Context: an optimization exercise on an open-source flow, tuned for small area, a short achievable clock period and few clock cycles per item. The choices shown serve that exercise and are no tape-out recipe. Function was checked by simulation only, so behaviour that the tests miss may differ from the original.

## v6
## mandel_engine
module mandel_engine #(
  parameter int W       = 16,
  parameter int FRAC    = 12,
  parameter int ITER_W  = 16,
  parameter int COORD_W = 9
) (
  input  logic               clk,
  input  logic               rst,
  input  logic               cfg_start,
  input  logic [COORD_W-1:0] cfg_pix_w,
  input  logic [COORD_W-1:0] cfg_pix_h,
  input  logic [W-1:0]       cfg_cxs,
  input  logic [W-1:0]       cfg_cys,
  input  logic [W-1:0]       cfg_dcx,
  input  logic [W-1:0]       cfg_dcy,
  input  logic [ITER_W-1:0]  cfg_max_iter,
  input  logic               abort,
  output logic               busy,
  output logic               done,
  output logic               out_valid,
  input  logic               out_ready,
  output logic [COORD_W-1:0] out_x,
  output logic [COORD_W-1:0] out_y,
  output logic [ITER_W-1:0]  out_iter,
  output logic               out_inside
);
  logic [COORD_W-1:0]  pix_w, pix_h, px, py;
  logic signed [W-1:0] cxs, dcx, dcy, cx, cy, x, y, sx, sy;
  logic [ITER_W-1:0]   max_iter, i;
  logic                comp, fresh;
  logic signed [W-1:0] xe, ye;
  logic [ITER_W-1:0]   ie;
  logic bigx, bigy, esc_mag, mi_zero;
  logic escape, at_lim, cyc, fin, can_out;
  logic signed [W-1:0] x_next, y_next;
  mandel_dp u_dp (
    .x(xe[13:0]), .y(ye[13:0]), .cx(cx), .cy(cy),
    .esc_mag(esc_mag), .xn(x_next), .yn(y_next)
  );
  always_comb begin
    xe = fresh ? cx : x;
    ye = fresh ? cy : y;
  ...
Size in the first run: about 2800 cells after synthesis, ~250 flip-flops, roughly 140 I/O pins.
Settings: LEC_CHECK=0, ABC_CLOCK_PERIOD_IN_PS=5000, CAP_MARGIN=20, CORE_MARGIN=2, CORE_UTILIZATION=40, SETUP_SLACK_MARGIN=5, SLEW_MARGIN=20; clock period 12.0 ns.
run.sh (not shown) runs the stock make flow with config.mk's settings and CLKGATE_MAP_FILE= SYNTH_SCRIPT=/design/flow/synth_recipe.tcl, a recipe that flattens the netlist after the stock synthesis.
v6 was carried through to the last stage, and its layout satisfied the timing, design-rule and antenna checks.
Testbench counts of v6, summed over its fixed seeds: cycles 45,937, pixels 3,072.
Inputs modified between v6 and v7:
- ABC_CLOCK_PERIOD_IN_PS no longer set, was 5000
- SETUP_SLACK_MARGIN no longer set, was 5
### Flow results
- Between v6 and v7, flip-flop and latch share of the layout cell area increased.
- Taking v6 as the reference, in v7 actual transition at the worst max-transition pin went down; worst slack after detailed placement lower.
- From v6 to v7 the numbers moved as follows: number of non-clock buffers now smaller.
- Compared to v6, the routing of v7 uses less wire.


Setup of run 1:
Another version of the RTL of mandel_engine (not shown whole).
Size in the first run: ~3000 cells after synthesis, about 140 I/O pins.
export LEC_CHECK = 0
export ABC_CLOCK_PERIOD_IN_PS = 5000
export CAP_MARGIN = 20
export CORE_MARGIN = 2
export CORE_UTILIZATION = 40
export CTS_BUF_LIST = sky130_fd_sc_hd__clkbuf_8
export SETUP_SLACK_MARGIN = 5
export SLEW_MARGIN = 20
export TNS_END_PERCENT = 0
create_clock -name core_clock -period 12.0 [get_ports {clk}]
standard.sh (not shown) runs the stock make flow with config.mk's settings and CLKGATE_MAP_FILE= SYNTH_SCRIPT=/design/flow/synth_recipe.tcl, a recipe that flattens the netlist after the stock synthesis.
==> flow/flow/run.sh <==
#!/bin/bash
set -euo pipefail
sed '1s/^proc synth {args} { yosys synth -nofsm -noshare {\*}\$args }$/proc synth {args} { yosys synth -nofsm -noshare -noabc {*}$args }/' synth_recipe.tcl > synth_noabc.tcl
grep -q -- '-noabc' synth_noabc.tcl
bash standard.sh SYNTH_SCRIPT="$PWD/synth_noabc.tcl" SETUP_SLACK_MARGIN=8.5 finish > flow_make.log 2>&1
Testbench counts of run 1, summed over its fixed seeds: cycles 48,565, pixels 3,072.
Input-level comparison between run 2 and run 1:
-- flow/config.mk --
<<< run 1, line 11
export CORE_UTILIZATION = 40
export CTS_BUF_LIST = sky130_fd_sc_hd__clkbuf_8
>>> run 2, line 11
export CORE_UTILIZATION = 30
==> results.txt <==
- Comparing run 2 and run 1, the lower aggregate global-route resource usage was measured on run 2.
- The standard cells in run 2 occupy more silicon area than those in run 1 do.
- Looking at sequential share of cell area, run 2 sits below run 1.
- Relative to run 1, the length in cells of the worst reg-to-reg path of run 2 is higher by 1.
- Compared with run 1, global-route wire length before repair in run 2 decreased slightly.
- Between run 1 and run 2, the flow reports via count of the first global-routing pass decreasing by a few percent.
#### Input delta (run 3 over run 2)
-- flow/config.mk --
<<< run 2, line 11
export CORE_UTILIZATION = 30
>>> run 3, line 11
export CORE_UTILIZATION = 40
export CTS_BUF_LIST = sky130_fd_sc_hd__clkbuf_4 sky130_fd_sc_hd__clkbuf_8
- Between run 2 and run 3, routing usage on met3 is higher for run 3, run 2 comes in under that.
- Sort run 2 and run 3 by clock-cell share of area, ascending, and run 2 comes first.
- Run 3 ends up with higher worst hold slack than run 2 does.
- Going from run 2 to run 3, wire length increased by 2.2% relative to the old numbers; wire length of the first global-routing pass increased by 2.1% relative to the old numbers; total CTS buffers increased by 70% relative to the old numbers.
- Run 2 → run 3: share of the final layout cell area in sequential cells higher, stage delay of the slowest cell on the critical path higher.
- Summary of run 3 over run 2: non-filler instance count after layout saw a decrease.
The inputs of run 4 differ from those of run 3 as listed below.
-- flow/config.mk --
<<< run 3, line 11
export CORE_UTILIZATION = 40
export CTS_BUF_LIST = sky130_fd_sc_hd__clkbuf_4 sky130_fd_sc_hd__clkbuf_8
>>> run 4, line 11
export CORE_UTILIZATION = 48
Findings:
Looking at launch point of the critical path, the p2[61] result is from run 3; the out_x[8] one comes from run 4. Compared with run 3, run 4 shows final critical-path setup slack higher by 0.067 ns. | area growth from synthesis to final layout | higher: run 3 |. From run 3 to run 4 the numbers moved as follows: pin count of the biggest net entering global routing grew by about 16%, global-route wire length before repair went up.
diff inputs: run 4 => run 5
-- flow/config.mk --
<<< run 4, line 11
export CORE_UTILIZATION = 48
>>> run 5, line 11
export CORE_UTILIZATION = 40
[summary]
- Run 5 against run 4: cell count saw an increase.
- Area growth from synthesis to final layout, run 5 and run 4, lower one = run 4.

## afterwards: timing with drivers on the ports
No port has a modelled driver above. Below, the same layouts with a new extraction and two added sets of constraints.
Step 1: set_driving_cell puts a clkbuf_16 on clk and a buf_2 on each other input, an assumption about the parent block.
Step 2 moves the port delays by t, midway between the first and last clock arrival at a register: inputs arrive t later, outputs are due t later. That takes back most of the time a late clock gives input paths.
Slacks: no drivers / after step 1 / after step 2; pairs: no drivers / after step 1.
| run | t, ns | slack for setup (ns) | worst hold slack (ns) | clock arrival spread, ns | slew at the worst register clock pin (ns) |
|---|---|---|---|---|---|
| v6 | 0.639 | 4.434 / 4.434 / 4.434 | 0.539 / 0.539 / 0.539 | 0.015 / 0.015 | 0.07 / 0.07 |
| v7 | 0.611 | 2.647 / 2.647 / 2.647 | 0.536 / 0.536 / 0.536 | 0.017 / 0.017 | 0.06 / 0.06 |
| run 1 | 0.751 | 8.166 / 8.122 / 7.730 | 0.308 / 0.308 / 0.308 | 0.054 / 0.054 | 0.07 / 0.07 |
| run 2 | 0.701 | 8.192 / 8.127 / 7.754 | 0.299 / 0.299 / 0.299 | 0.049 / 0.049 | 0.07 / 0.07 |
| run 3 | 0.751 | 8.150 / 8.122 / 7.726 | 0.304 / 0.304 / 0.304 | 0.056 / 0.056 | 0.08 / 0.08 |
| run 4 | 0.684 | 8.217 / 8.155 / 7.729 | 0.323 / 0.323 / 0.323 | 0.030 / 0.030 | 0.07 / 0.07 |
| run 5 | 0.686 | 8.185 / 8.124 / 7.749 | 0.324 / 0.324 / 0.324 | 0.029 / 0.030 | 0.06 / 0.06 |
After both steps setup and hold are still met in every run listed. For run 4, which loses most, drivers alone change the setup slack by -0.062 ns; drivers and shift together by -0.488 ns.
